Source: an optimization exercise on an open RTL-to-GDS flow (aim: small area, a short achievable clock period and few clock cycles). Production flows keep margins and buffers that such runs may drop.
RTL that was checked went through simulation tests only; none was proved equivalent to the original.
For run 2, only the layout was checked, not whether the RTL still works.

==> flow/design.v, too long to show whole: its modules and the start of the top module <==
// module mul_stage1: 987 lines
// module mul_stage2: 338 lines
// module add3: 4 lines
// module add2: 4 lines
// module mac_engine: 16 lines
// module attn_top: 189 lines
module attn_top (
  input  logic clk,
  input  logic reset_n,
  input  logic dut_valid,
  output logic dut_ready,
  output logic [16-1:0] sram_input_read_address,
  input  logic [32-1:0] sram_input_read_data,
  output logic [16-1:0] sram_weight_read_address,
  input  logic [32-1:0] sram_weight_read_data,
  output logic [16-1:0] sram_result_read_address,
  input  logic [32-1:0] sram_result_read_data,
  output logic                    sram_result_write_enable,
  output logic [16-1:0] sram_result_write_address,
  output logic [32-1:0] sram_result_write_data,
  output logic [16-1:0] sram_scratchpad_read_address,
  input  logic [32-1:0] sram_scratchpad_read_data,
  output logic                    sram_scratchpad_write_enable,
  output logic [16-1:0] sram_scratchpad_write_address,
  output logic [32-1:0] sram_scratchpad_write_data
);
  // ...
==> flow/flow/run.sh <==
#!/bin/bash
set -euo pipefail
export BUFFER_PORTS_ARGS="-buffer_cell sky130_fd_sc_hd__buf_1"
export SETUP_SLACK_MARGIN=11.7
bash standard.sh > standard.log 2>&1
==> flow/standard.sh <==
#!/bin/bash
# synth_recipe.tcl (not shown) runs the flow's synth.tcl, then flattens the netlist and writes it again
# the make line also repeats each setting of config.mk as NAME=value (left out here)
make -C /OpenROAD-flow-scripts/flow DESIGN_CONFIG=/design/flow/config.mk WORK_HOME=/design/flow/orfs CLKGATE_MAP_FILE= SYNTH_SCRIPT=/design/flow/synth_recipe.tcl "${@:-finish}"
==> flow/config.mk <==
export PLATFORM = sky130hd
export DESIGN_NAME = attn_top
export DESIGN_NICKNAME = attn_top
export VERILOG_FILES = /design/flow/design.v
export SDC_FILE = /design/flow/constraint.sdc
export NUM_CORES = 4
export LEC_CHECK = 0
export ABC_AREA = 1
export CAP_MARGIN = 20
export CORE_MARGIN = 2
export CORE_UTILIZATION = 60
export CTS_CLUSTER_DIAMETER = 100
export CTS_CLUSTER_SIZE = 24
export SLEW_MARGIN = 20
==> flow/constraint.sdc <==
create_clock -name core_clock -period 16.0 [get_ports {clk}]
set_input_delay 3.2000 -clock core_clock [delete_from_list [all_inputs] [get_ports {clk}]]
set_output_delay 3.2000 -clock core_clock [all_outputs]
set_load 0.01 [all_outputs]
==> results.py, run 1 <==
metrics = {
    "setup_path": {
        "path_class": "reg2out",
        "cp_num_cells": 1,
        "crit_family": "flip-flops",
    },
    "logic_synthesis": {
        "yosys.area_share.xor_xnor_pct": 12.3,
        "ys_top_cells_by_count": "inv_1, nand2_1, xor2_1",
        "synth_compound_area_share_pct": 10.8,
        "synthesis.area_um2": 25400,
        "ys_async_sr_fraction_pct": 4.94,
        "synth-edff-count": 52,
        "synth_simple_gate_area_share_pct": 12.7,
        "avgSynthCellArea_um2": 8.60,
    },
    "global_routing": {
        "busiest_layer": "met2",
        "grt_use_total_pct": 30.7,
        "met2_usage_pct": 48.8,
    },
    "timing": {
        "period_needed_ps": 4280,
        "layout_setup_ws_ps": 11720,
        "slew_headroom_pct": 33.7,
        "fmax_mhz": 234,
    },
    "final_layout": {
        "drive_gt1_share_pct": 10.4,
        "areaGrowthSynthToFinish_pct": 7.42,
        "multi_input_area_share_pct": 55.8,
        "buffer_area_share_pct": 5.51,
    },
    "detailed_routing": {
        "wire_per_inst_um": 18.7,
        "wl_met1_mm": 30.2,
        "postRouteAntennaNets": 0,
        "drt_iter0_markers": 1815,
        "wl_met3_mm": 4.88,
        "drt_wl_total_mm": 68.4,
    },
    "outcome": {
        "status": "complete, no violations",
    },
    "placement": {
        "placed_area_um2": 26200,
        "pre_cts_ws_ps": 11090,
        "gp_congestion": 0.936,
    },
}
Testbench counts, summed over its fixed seeds: cycles 256,851.
==> module mac_engine, before the edit <==
module mac_engine (
  input  logic        clk,
  input  logic [31:0] a,
  input  logic [31:0] b,
  input  logic        first,
  output logic [31:0] acc
);
  logic [118:0] r, r_d;
  logic [31:0] sum;
  mul_stage1 u_s1 (.a(a), .b(b), .r(r_d));
  mul_stage2 u_s2 (.r(r), .acc(first ? 32'd0 : acc), .y(sum));
  always_ff @(posedge clk) begin
    r <= r_d;
    acc <= sum;
  end
endmodule
==> module attn_top, before the edit <==
module attn_top (
  input  logic clk,
  input  logic reset_n,
  input  logic dut_valid,
  output logic dut_ready,
  output logic [16-1:0] sram_input_read_address,
  input  logic [32-1:0] sram_input_read_data,
  output logic [16-1:0] sram_weight_read_address,
  input  logic [32-1:0] sram_weight_read_data,
  output logic [16-1:0] sram_result_read_address,
  input  logic [32-1:0] sram_result_read_data,
  output logic                    sram_result_write_enable,
  output logic [16-1:0] sram_result_write_address,
  output logic [32-1:0] sram_result_write_data,
  output logic [16-1:0] sram_scratchpad_read_address,
  input  logic [32-1:0] sram_scratchpad_read_data,
  output logic                    sram_scratchpad_write_enable,
  output logic [16-1:0] sram_scratchpad_write_address,
  output logic [32-1:0] sram_scratchpad_write_data
);
  logic       busy;         
  logic       busy_nx;
  logic       dims_req;     
  logic       dims_wait;    
  logic [5:0] n_m1, d_m1, e_m1;
  logic        running;
  logic [1:0]  pass;
  logic [5:0]  i_cnt, j_cnt, k_cnt;
  logic [12:0] a_addr;            
  logic [13:0] b_addr, b_start;   
  logic f1, f2, f3, s1;
  logic w1, w2, w3;
  logic k1, k2, k3;
  logic z1, z2, z3, z4;
  logic [2:0] qk_age;   
  logic [31:0] op_a, op_b, acc;
  logic        res_we, scr_we;
  logic [13:0] res_wa;
  logic [11:0] scr_wa;
  logic       is_s;
  logic [5:0] lim_k, lim_j;
  logic       last_k, last_j, last_i;
  logic       stall, issue;
  assign is_s   = (pass == 2'd3);
  assign lim_k  = is_s ? e_m1 : d_m1;
  assign lim_j  = is_s ? n_m1 : e_m1;
  assign last_k = (k_cnt == lim_k);
  assign last_j = (j_cnt == lim_j);
  assign last_i = (i_cnt == n_m1);
  assign stall = is_s && (i_cnt == 6'd0) && (j_cnt == 6'd0) && (k_cnt == 6'd0) &&
                 (qk_age != 3'd4);
  assign issue = running && !stall;
  logic        running_nx;
  logic [1:0]  pass_nx;
  logic [5:0]  i_nx, j_nx, k_nx;
  logic [12:0] a_addr_nx;
  logic [13:0] b_addr_nx, b_start_nx;
  always_comb begin
    running_nx = running;
    pass_nx = pass;
    i_nx = i_cnt;
    j_nx = j_cnt;
    k_nx = k_cnt;
    a_addr_nx = a_addr;
    b_addr_nx = b_addr;
    b_start_nx = b_start;
    if (dut_ready && dut_valid) begin
      a_addr_nx = 13'd0;
      b_addr_nx = 14'd0;
    end else if (dims_wait) begin
      running_nx = 1'b1;
      pass_nx = 2'd0;
      i_nx = 6'd0;
      j_nx = 6'd0;
      k_nx = 6'd0;
      a_addr_nx = 13'd1;
      b_addr_nx = 14'd1;
      b_start_nx = 14'd1;
    end else if (issue) begin
      if (!last_k) begin
        k_nx = k_cnt + 6'd1;
        a_addr_nx = a_addr + 13'd1;
        b_addr_nx = b_addr + 14'd1;
      end else begin
        k_nx = 6'd0;
        if (!last_j) begin
          j_nx = j_cnt + 6'd1;
          a_addr_nx = a_addr - {7'd0, lim_k};   
          b_addr_nx = b_addr + 14'd1;
        end else begin
          j_nx = 6'd0;
          if (!last_i) begin
            i_nx = i_cnt + 6'd1;
            a_addr_nx = a_addr + 13'd1;
            b_addr_nx = b_start;
          end else begin
            i_nx = 6'd0;
            pass_nx = pass + 2'd1;
            if (pass[1] == 1'b0) begin
              a_addr_nx = 13'd1;
              b_addr_nx = b_addr + 14'd1;
              b_start_nx = b_addr + 14'd1;
            end else begin
              a_addr_nx = 13'd0;
              b_addr_nx = 14'd0;
              b_start_nx = 14'd0;
              if (pass == 2'd3) running_nx = 1'b0;
            end
          end
        end
      end
    end
  end
  always_ff @(posedge clk or negedge reset_n) begin
    if (!reset_n) begin
      busy <= 1'b0;
      dims_req <= 1'b0;
      dims_wait <= 1'b0;
      running <= 1'b0;
      {w1, w2, w3} <= '0;
      {k1, k2, k3} <= '0;
      {z1, z2, z3, z4} <= '0;
      qk_age <= 3'd4;
    end else begin
      busy <= busy_nx;
      dims_req <= dut_ready && dut_valid;
      dims_wait <= dims_req;
      running <= running_nx;
      w1 <= issue && last_k;
      k1 <= issue && last_k && (pass == 2'd1);
      z1 <= issue && is_s && last_k && last_j && last_i;
      {w2, k2, z2} <= {w1, k1, z1};
      {w3, k3, z3} <= {w2, k2, z2};
      z4 <= z3;
      if (issue && !pass[1]) begin
        qk_age <= 3'd0;
      end else if (qk_age != 3'd4) begin
        qk_age <= qk_age + 3'd1;
      end
    end
  end
  assign busy_nx = (busy && !z4) || (dut_ready && dut_valid);
  always_ff @(posedge clk) begin
    dut_ready <= !busy_nx;
    res_we <= w3;
    scr_we <= k3;
  end
  always_ff @(posedge clk) begin
    a_addr <= a_addr_nx;
    b_addr <= b_addr_nx;
    if (dims_wait) begin
      n_m1 <= sram_input_read_data[21:16] - 6'd1;
      d_m1 <= sram_input_read_data[5:0] - 6'd1;
      e_m1 <= sram_weight_read_data[5:0] - 6'd1;
    end
    pass <= pass_nx;
    i_cnt <= i_nx;
    j_cnt <= j_nx;
    k_cnt <= k_nx;
    b_start <= b_start_nx;
    f1 <= (k_cnt == 6'd0);
    s1 <= is_s;
    f2 <= f1;
    f3 <= f2;
    res_wa <= dims_wait ? 14'd0 : res_wa + {13'd0, res_we};
    scr_wa <= dims_wait ? 12'd0 : scr_wa + {11'd0, scr_we};
  end
  always_ff @(posedge clk) begin
    op_a <= s1 ? sram_result_read_data : sram_input_read_data;
    op_b <= s1 ? sram_scratchpad_read_data : sram_weight_read_data;
  end
  mac_engine u_engine (
    .clk   (clk),
    .a     (op_a),
    .b     (op_b),
    .first (f3),
    .acc   (acc)
  );
  assign sram_input_read_address = {3'd0, a_addr};
  assign sram_result_read_address = {3'd0, a_addr};
  assign sram_weight_read_address = {2'd0, b_addr};
  assign sram_scratchpad_read_address = {2'd0, b_addr};
  assign sram_result_write_enable = res_we;
  assign sram_result_write_address = {2'd0, res_wa};
  assign sram_result_write_data = acc;
  assign sram_scratchpad_write_enable = scr_we;
  assign sram_scratchpad_write_address = {4'd0, scr_wa};
  assign sram_scratchpad_write_data = acc;
endmodule
==> run 2: changes to the inputs <==
--- a/flow/design.v
+++ b/flow/design.v
@@ -21,6 +21,6 @@
 endpackage
-module mul_stage1 (input logic [31:0] a, input logic [31:0] b, output logic [118:0] r);
-  wire one0 = b[0] ^ 1'b0;
-  wire two0 = (b[1] & ~b[0] & ~1'b0) | (~b[1] & b[0] & 1'b0);
-  wire neg0 = b[1];
+module mul_stage1 (input logic [31:0] a, input logic [47:0] enc, output logic [118:0] r);
+  wire one0 = enc[0];
+  wire two0 = enc[16];
+  wire neg0 = enc[32];
   wire p0_0 = ((one0 & a[0]) | (two0 & 1'b0)) ^ neg0;
@@ -57,5 +57,5 @@
   wire p0_31 = ((one0 & a[31]) | (two0 & a[30])) ^ neg0;
-  wire one1 = b[2] ^ b[1];
-  wire two1 = (b[3] & ~b[2] & ~b[1]) | (~b[3] & b[2] & b[1]);
-  wire neg1 = b[3];
+  wire one1 = enc[1];
+  wire two1 = enc[17];
+  wire neg1 = enc[33];
   wire p1_0 = ((one1 & a[0]) | (two1 & 1'b0)) ^ neg1;
@@ -90,5 +90,5 @@
   wire p1_29 = ((one1 & a[29]) | (two1 & a[28])) ^ neg1;
-  wire one2 = b[4] ^ b[3];
-  wire two2 = (b[5] & ~b[4] & ~b[3]) | (~b[5] & b[4] & b[3]);
-  wire neg2 = b[5];
+  wire one2 = enc[2];
+  wire two2 = enc[18];
+  wire neg2 = enc[34];
   wire p2_0 = ((one2 & a[0]) | (two2 & 1'b0)) ^ neg2;
@@ -121,5 +121,5 @@
   wire p2_27 = ((one2 & a[27]) | (two2 & a[26])) ^ neg2;
-  wire one3 = b[6] ^ b[5];
-  wire two3 = (b[7] & ~b[6] & ~b[5]) | (~b[7] & b[6] & b[5]);
-  wire neg3 = b[7];
+  wire one3 = enc[3];
+  wire two3 = enc[19];
+  wire neg3 = enc[35];
   wire p3_0 = ((one3 & a[0]) | (two3 & 1'b0)) ^ neg3;
@@ -150,5 +150,5 @@
   wire p3_25 = ((one3 & a[25]) | (two3 & a[24])) ^ neg3;
-  wire one4 = b[8] ^ b[7];
-  wire two4 = (b[9] & ~b[8] & ~b[7]) | (~b[9] & b[8] & b[7]);
-  wire neg4 = b[9];
+  wire one4 = enc[4];
+  wire two4 = enc[20];
+  wire neg4 = enc[36];
   wire p4_0 = ((one4 & a[0]) | (two4 & 1'b0)) ^ neg4;
@@ -177,5 +177,5 @@
   wire p4_23 = ((one4 & a[23]) | (two4 & a[22])) ^ neg4;
-  wire one5 = b[10] ^ b[9];
-  wire two5 = (b[11] & ~b[10] & ~b[9]) | (~b[11] & b[10] & b[9]);
-  wire neg5 = b[11];
+  wire one5 = enc[5];
+  wire two5 = enc[21];
+  wire neg5 = enc[37];
   wire p5_0 = ((one5 & a[0]) | (two5 & 1'b0)) ^ neg5;
@@ -202,5 +202,5 @@
   wire p5_21 = ((one5 & a[21]) | (two5 & a[20])) ^ neg5;
-  wire one6 = b[12] ^ b[11];
-  wire two6 = (b[13] & ~b[12] & ~b[11]) | (~b[13] & b[12] & b[11]);
-  wire neg6 = b[13];
+  wire one6 = enc[6];
+  wire two6 = enc[22];
+  wire neg6 = enc[38];
   wire p6_0 = ((one6 & a[0]) | (two6 & 1'b0)) ^ neg6;
@@ -225,5 +225,5 @@
   wire p6_19 = ((one6 & a[19]) | (two6 & a[18])) ^ neg6;
-  wire one7 = b[14] ^ b[13];
-  wire two7 = (b[15] & ~b[14] & ~b[13]) | (~b[15] & b[14] & b[13]);
-  wire neg7 = b[15];
+  wire one7 = enc[7];
+  wire two7 = enc[23];
+  wire neg7 = enc[39];
   wire p7_0 = ((one7 & a[0]) | (two7 & 1'b0)) ^ neg7;
@@ -246,5 +246,5 @@
   wire p7_17 = ((one7 & a[17]) | (two7 & a[16])) ^ neg7;
-  wire one8 = b[16] ^ b[15];
-  wire two8 = (b[17] & ~b[16] & ~b[15]) | (~b[17] & b[16] & b[15]);
-  wire neg8 = b[17];
+  wire one8 = enc[8];
+  wire two8 = enc[24];
+  wire neg8 = enc[40];
   wire p8_0 = ((one8 & a[0]) | (two8 & 1'b0)) ^ neg8;
@@ -265,5 +265,5 @@
   wire p8_15 = ((one8 & a[15]) | (two8 & a[14])) ^ neg8;
-  wire one9 = b[18] ^ b[17];
-  wire two9 = (b[19] & ~b[18] & ~b[17]) | (~b[19] & b[18] & b[17]);
-  wire neg9 = b[19];
+  wire one9 = enc[9];
+  wire two9 = enc[25];
+  wire neg9 = enc[41];
   wire p9_0 = ((one9 & a[0]) | (two9 & 1'b0)) ^ neg9;
@@ -282,5 +282,5 @@
   wire p9_13 = ((one9 & a[13]) | (two9 & a[12])) ^ neg9;
-  wire one10 = b[20] ^ b[19];
-  wire two10 = (b[21] & ~b[20] & ~b[19]) | (~b[21] & b[20] & b[19]);
-  wire neg10 = b[21];
+  wire one10 = enc[10];
+  wire two10 = enc[26];
+  wire neg10 = enc[42];
   wire p10_0 = ((one10 & a[0]) | (two10 & 1'b0)) ^ neg10;
@@ -297,5 +297,5 @@
   wire p10_11 = ((one10 & a[11]) | (two10 & a[10])) ^ neg10;
-  wire one11 = b[22] ^ b[21];
-  wire two11 = (b[23] & ~b[22] & ~b[21]) | (~b[23] & b[22] & b[21]);
-  wire neg11 = b[23];
+  wire one11 = enc[11];
+  wire two11 = enc[27];
+  wire neg11 = enc[43];
   wire p11_0 = ((one11 & a[0]) | (two11 & 1'b0)) ^ neg11;
@@ -310,5 +310,5 @@
   wire p11_9 = ((one11 & a[9]) | (two11 & a[8])) ^ neg11;
-  wire one12 = b[24] ^ b[23];
-  wire two12 = (b[25] & ~b[24] & ~b[23]) | (~b[25] & b[24] & b[23]);
-  wire neg12 = b[25];
+  wire one12 = enc[12];
+  wire two12 = enc[28];
+  wire neg12 = enc[44];
   wire p12_0 = ((one12 & a[0]) | (two12 & 1'b0)) ^ neg12;
@@ -321,5 +321,5 @@
   wire p12_7 = ((one12 & a[7]) | (two12 & a[6])) ^ neg12;
-  wire one13 = b[26] ^ b[25];
-  wire two13 = (b[27] & ~b[26] & ~b[25]) | (~b[27] & b[26] & b[25]);
-  wire neg13 = b[27];
+  wire one13 = enc[13];
+  wire two13 = enc[29];
+  wire neg13 = enc[45];
   wire p13_0 = ((one13 & a[0]) | (two13 & 1'b0)) ^ neg13;
@@ -330,5 +330,5 @@
   wire p13_5 = ((one13 & a[5]) | (two13 & a[4])) ^ neg13;
-  wire one14 = b[28] ^ b[27];
-  wire two14 = (b[29] & ~b[28] & ~b[27]) | (~b[29] & b[28] & b[27]);
-  wire neg14 = b[29];
+  wire one14 = enc[14];
+  wire two14 = enc[30];
+  wire neg14 = enc[46];
   wire p14_0 = ((one14 & a[0]) | (two14 & 1'b0)) ^ neg14;
@@ -337,5 +337,5 @@
   wire p14_3 = ((one14 & a[3]) | (two14 & a[2])) ^ neg14;
-  wire one15 = b[30] ^ b[29];
-  wire two15 = (b[31] & ~b[30] & ~b[29]) | (~b[31] & b[30] & b[29]);
-  wire neg15 = b[31];
+  wire one15 = enc[15];
+  wire two15 = enc[31];
+  wire neg15 = enc[47];
   wire p15_0 = ((one15 & a[0]) | (two15 & 1'b0)) ^ neg15;
@@ -1354,2 +1354,16 @@
 endmodule
+module booth_enc (
+  input  logic [31:0] b,
+  output logic [47:0] enc
+);
+  logic [32:0] bx;
+  assign bx = {b, 1'b0};
+  always_comb begin
+    for (int r = 0; r < 16; r++) begin
+      enc[r] = bx[2*r+1] ^ bx[2*r];
+      enc[16 + r] = (bx[2*r+2] & ~bx[2*r+1] & ~bx[2*r]) | (~bx[2*r+2] & bx[2*r+1] & bx[2*r]);
+      enc[32 + r] = bx[2*r+2];
+    end
+  end
+endmodule
 module mac_engine (
@@ -1357,3 +1371,3 @@
   input  logic [31:0] a,
-  input  logic [31:0] b,
+  input  logic [47:0] enc,
   input  logic        first,
@@ -1363,3 +1377,3 @@
   logic [31:0] sum;
-  mul_stage1 u_s1 (.a(a), .b(b), .r(r_d));
+  mul_stage1 u_s1 (.a(a), .enc(enc), .r(r_d));
   mul_stage2 u_s2 (.r(r), .acc(first ? 32'd0 : acc), .y(sum));
@@ -1406,3 +1420,4 @@
   logic [2:0] qk_age;   
-  logic [31:0] op_a, op_b, acc;
+  logic [31:0] op_a, acc;
+  logic [47:0] op_b_enc, op_b_enc_d;   
   logic        res_we, scr_we;
@@ -1540,4 +1555,8 @@
     op_a <= s1 ? sram_result_read_data : sram_input_read_data;
-    op_b <= s1 ? sram_scratchpad_read_data : sram_weight_read_data;
+    op_b_enc <= op_b_enc_d;
   end
+  booth_enc u_enc (
+    .b   (s1 ? sram_scratchpad_read_data : sram_weight_read_data),
+    .enc (op_b_enc_d)
+  );
   mac_engine u_engine (
@@ -1545,3 +1564,3 @@
     .a     (op_a),
-    .b     (op_b),
+    .enc   (op_b_enc),
     .first (f3),
==> results.py, run 2 <==
metrics = {
    "timing": {
        "min_period_over_period_pct": 26.8,
        "slew_headroom_pct": 29.1,
        "slew_viol_final": 0,
        "setup_viol": 0,
        "rsz0062_at_grt": "true",
        "final-hold-violation-count": 0,
        "setup_tns_ps": 0,
        "tightest_slew_ps": 1060,
        "fin_skew_ps": 25.8,
        "fmax_mhz": 234,
        "period_needed_ps": 4280,
        "whs_ps": 332,
    },
    "logic_synthesis": {
        "yosys_warnings": 3,
        "synthesis.area_um2": 26000,
        "avgSynthCellArea_um2": 8.52,
        "yosysMostFrequentCell": "inv_1",
        "synthCells": 3051,
        "synth_largest_area_cell": "dfxtp_1",
        "ys_async_sr_fraction_pct": 4.72,
        "synth_cell_types": 50,
        "ys.flop_type": "dfxtp_1",
        "synth_top_cell_area_share_pct": 22.4,
        "ys_seq_elements": 360,
        "ys_seq_area_share_pct": 30.1,
        "synth-edff-count": 52,
        "synth.area.top_cells": "dfxtp_1, fa_1, xor2_1, inv_1, nand2_1",
        "ys_top_cells_by_count": "inv_1, nand2_1, xor2_1",
    },
    "global_routing": {
        "grt_use_total_pct": 30.1,
        "grt_remaining_overflow": 0,
        "grt_max_degree": 92,
        "grt_pass1_vias": 20000,
        "antenna_found_initial": 0,
        "grt_pass1_wl_mm": 107,
    },
    "setup_path": {
        "r2r_slack_ps": 11930,
        "r2r-end": "u_engine.r[106]",
        "startpoint": "res_wa[6]",
        "crit_buf_inv": 1,
        "r2r_cells": 7,
        "r2r_start": "op_b_enc[36]",
        "cpMaxStageDelayCell": "dfxtp_2",
        "crit_family": "flip-flops",
        "cp_data_arrival_time_ps": 1080,
        "cp_num_cells": 1,
        "slowest_delay_ps": 380,
        "crit_path_end": "sram_result_write_address[6]",
        "required_ps": 12800,
        "cp_cell_sequence": "buf_2",
        "worst-path-max-fanout": 5,
        "start_kind": "flop",
        "path_class": "reg2out",
        "worst_setup_path_end_kind": "output port",
    },
    "final_layout": {
        "layout.cells.non_filler": 3798,
        "largest_registers": "u_engine.r x119, op_b_enc x48",
        "fin_util_pct": 65.5,
        "nets": 3644,
        "areaGrowthSynthToFinish_pct": 7.97,
        "regMostFlops": "u_engine.r",
        "diodes": 0,
        "final_common_cell": "inv_1",
        "drive_gt1_share_pct": 10.8,
        "largest_register_ffs": 119,
        "nFillCells": 3731,
        "layout_common_cells": "inv_1, nand2_1, xor2_1",
    },
    "detailed_routing": {
        "wire_per_inst_um": 17.9,
        "postRouteAntennaNets": 0,
        "drc": 0,
        "via_count": 20700,
        "routed_via_density": 5.46,
        "drt_pass1_iterations": 7,
        "drt_iter0_markers": 1734,
        "drt_wl_total_mm": 68.2,
    },
    "floorplan": {
        "rows": 76,
        "die-area_um2": 45000,
        "start_util_pct": 60.6,
        "coreArea_um2": 42900,
        "die_x_um": 212,
        "io_pins": 294,
        "die_h_um": 212,
    },
    "clocking": {
        "clk_pin_slew_ps": 100,
        "cts_tree": "done",
        "htreeDepth": 1,
        "clock_sinks": 360,
        "cts_root_buffer": "clkbuf_16",
        "worstSkewPairLatency_ps": 560,
        "cts_buffer_depth": 3,
        "cts_buffers": 19,
    },
    "placement": {
        "hpwl_mm": 51.5,
        "io_buffers": 277,
        "dpl.cell_count": 3730,
        "gp_congestion": 0.936,
    },
    "hold_path": {
        "hp-class": "reg2reg",
    },
    "job": {
        "maxCapViolCount": 0,
    },
    "outcome": {
        "status": "complete, no violations",
    },
}
==> run 2: cell count changes in the layout (fill, tap and decap cells not counted), moves of 9 or more <==
cell / change
buf_2: +30
buf_1: -36
buf_6: +9
a211oi_1: +14
mux2_2: -23
xor2_1: +19
inv_1: +51
nand2_1: +50
dfxtp_2: +14
o21ai_0: -17
nand3_1: -14
mux2i_1: +15
nor2_1: +14
==> run 2: final cells by class <==
cell class / instances / area [µm²] / share of cell area [%]
Clock buffer: 25 / 498 / 1.77
Clock inverter: 4 / 40.0 / 0.143
Inverter: 494 / 1860 / 6.63
Multi-Input combinational cell: 2006 / 15300 / 54.6
Sequential cell: 360 / 7980 / 28.4
Tap cell: 585 / 732 / 2.61
Timing Repair Buffer: 323 / 1640 / 5.84
Timing Repair inverter: 1 / 7.51 / 0.0267
==> run 2: kinds of logic (layout without fill, tap and decap cells) <==
| group | after synthesis | count (layout) | synth area share, % |
|---|---|---|---|
| other | 1 | 16 | 0.0144 |
| AOI/OAI and AO/OA | 463 | 463 | 10.4 |
| muxes | 41 | 41 | 1.70 |
| DFF | 360 | 360 | 30.1 |
| adders and majority gates | 308 | 308 | 21.2 |
| buffers and inverters | 700 | 847 | 11.3 |
| xor gates and xnor gates | 372 | 372 | 12.5 |
| and+or+nand+nor | 806 | 806 | 12.8 |
==> run 2: worst min path at each step <==
stage | start | end | cells after the start
floorplan | f1 | f2 | 0
global route | f2 | f3 | 0
finish | f2 | f3 | 0
CTS | f2 | f3 | 0
global placement | f2 | f3 | 0
detailed placement | f1 | f2 | 0
==> run 2: stage by stage <==
step,setup WS (ps),cell area (µm²)
2_1_floorplan,11870,26100
3_3_place_gp,11460,26800
3_5_place_dp,11350,26800
4_1_cts,11700,27800
5_1_grt,11670,28100
6_report,11720,28100
==> run 2: repair_timing <==
action	CTS	global route
gates resized for setup	170	89
hold buffers	0	0
endpoints found under the setup margin	110	126
cloned	0	1
buffers inserted	20	17
==> run 2: layer usage <==
metal	track usage, %	share of wire (%)	wire length, µm
met5	0	0	0
met4	9.11	2.9	1990
met3	4.67	8.0	5430
met2	47.1	45	30500
met1	43.2	44	30300
==> run 2: worst reg2reg max path, stage by stage, from the launching register on <==
cell and delay, ps:
dfxtp_1 840, clkinvlp_4 670, xor2_1 370, fa_1 480, fa_1 590, inv_1 70, fa_1 510, fa_1 410

separate check: timing with driven ports:
Ports are ideal in the flow. The routed layouts listed here were re-timed in OpenROAD.
Step 1 (the two cells are an assumption about what drives the block):
set clk [get_ports {clk}]
set_driving_cell -lib_cell sky130_fd_sc_hd__clkbuf_16 $clk
set_driving_cell -lib_cell sky130_fd_sc_hd__buf_2 [delete_from_list [all_inputs] $clk]
Step 2, shift: input delay + t, output delay - t, t = (earliest + latest rising clock arrival at the registers) / 2. This alone moves slack from input paths to output paths.
Slacks: ideal ports / drivers / drivers and shift; pairs: ideal ports / drivers.
run | t (ns) | setup WS [ns] | worst setup path at the end
run 1 | 0.592 | 11.721 / 11.667 / 11.322 | input to register
run 2 | 0.607 | 11.719 / 11.659 / 11.240 | input to register
After both steps every run listed still meets setup and hold. For run 2, which loses most, drivers alone change the setup slack by -0.060 ns; drivers and shift together by -0.479 ns.
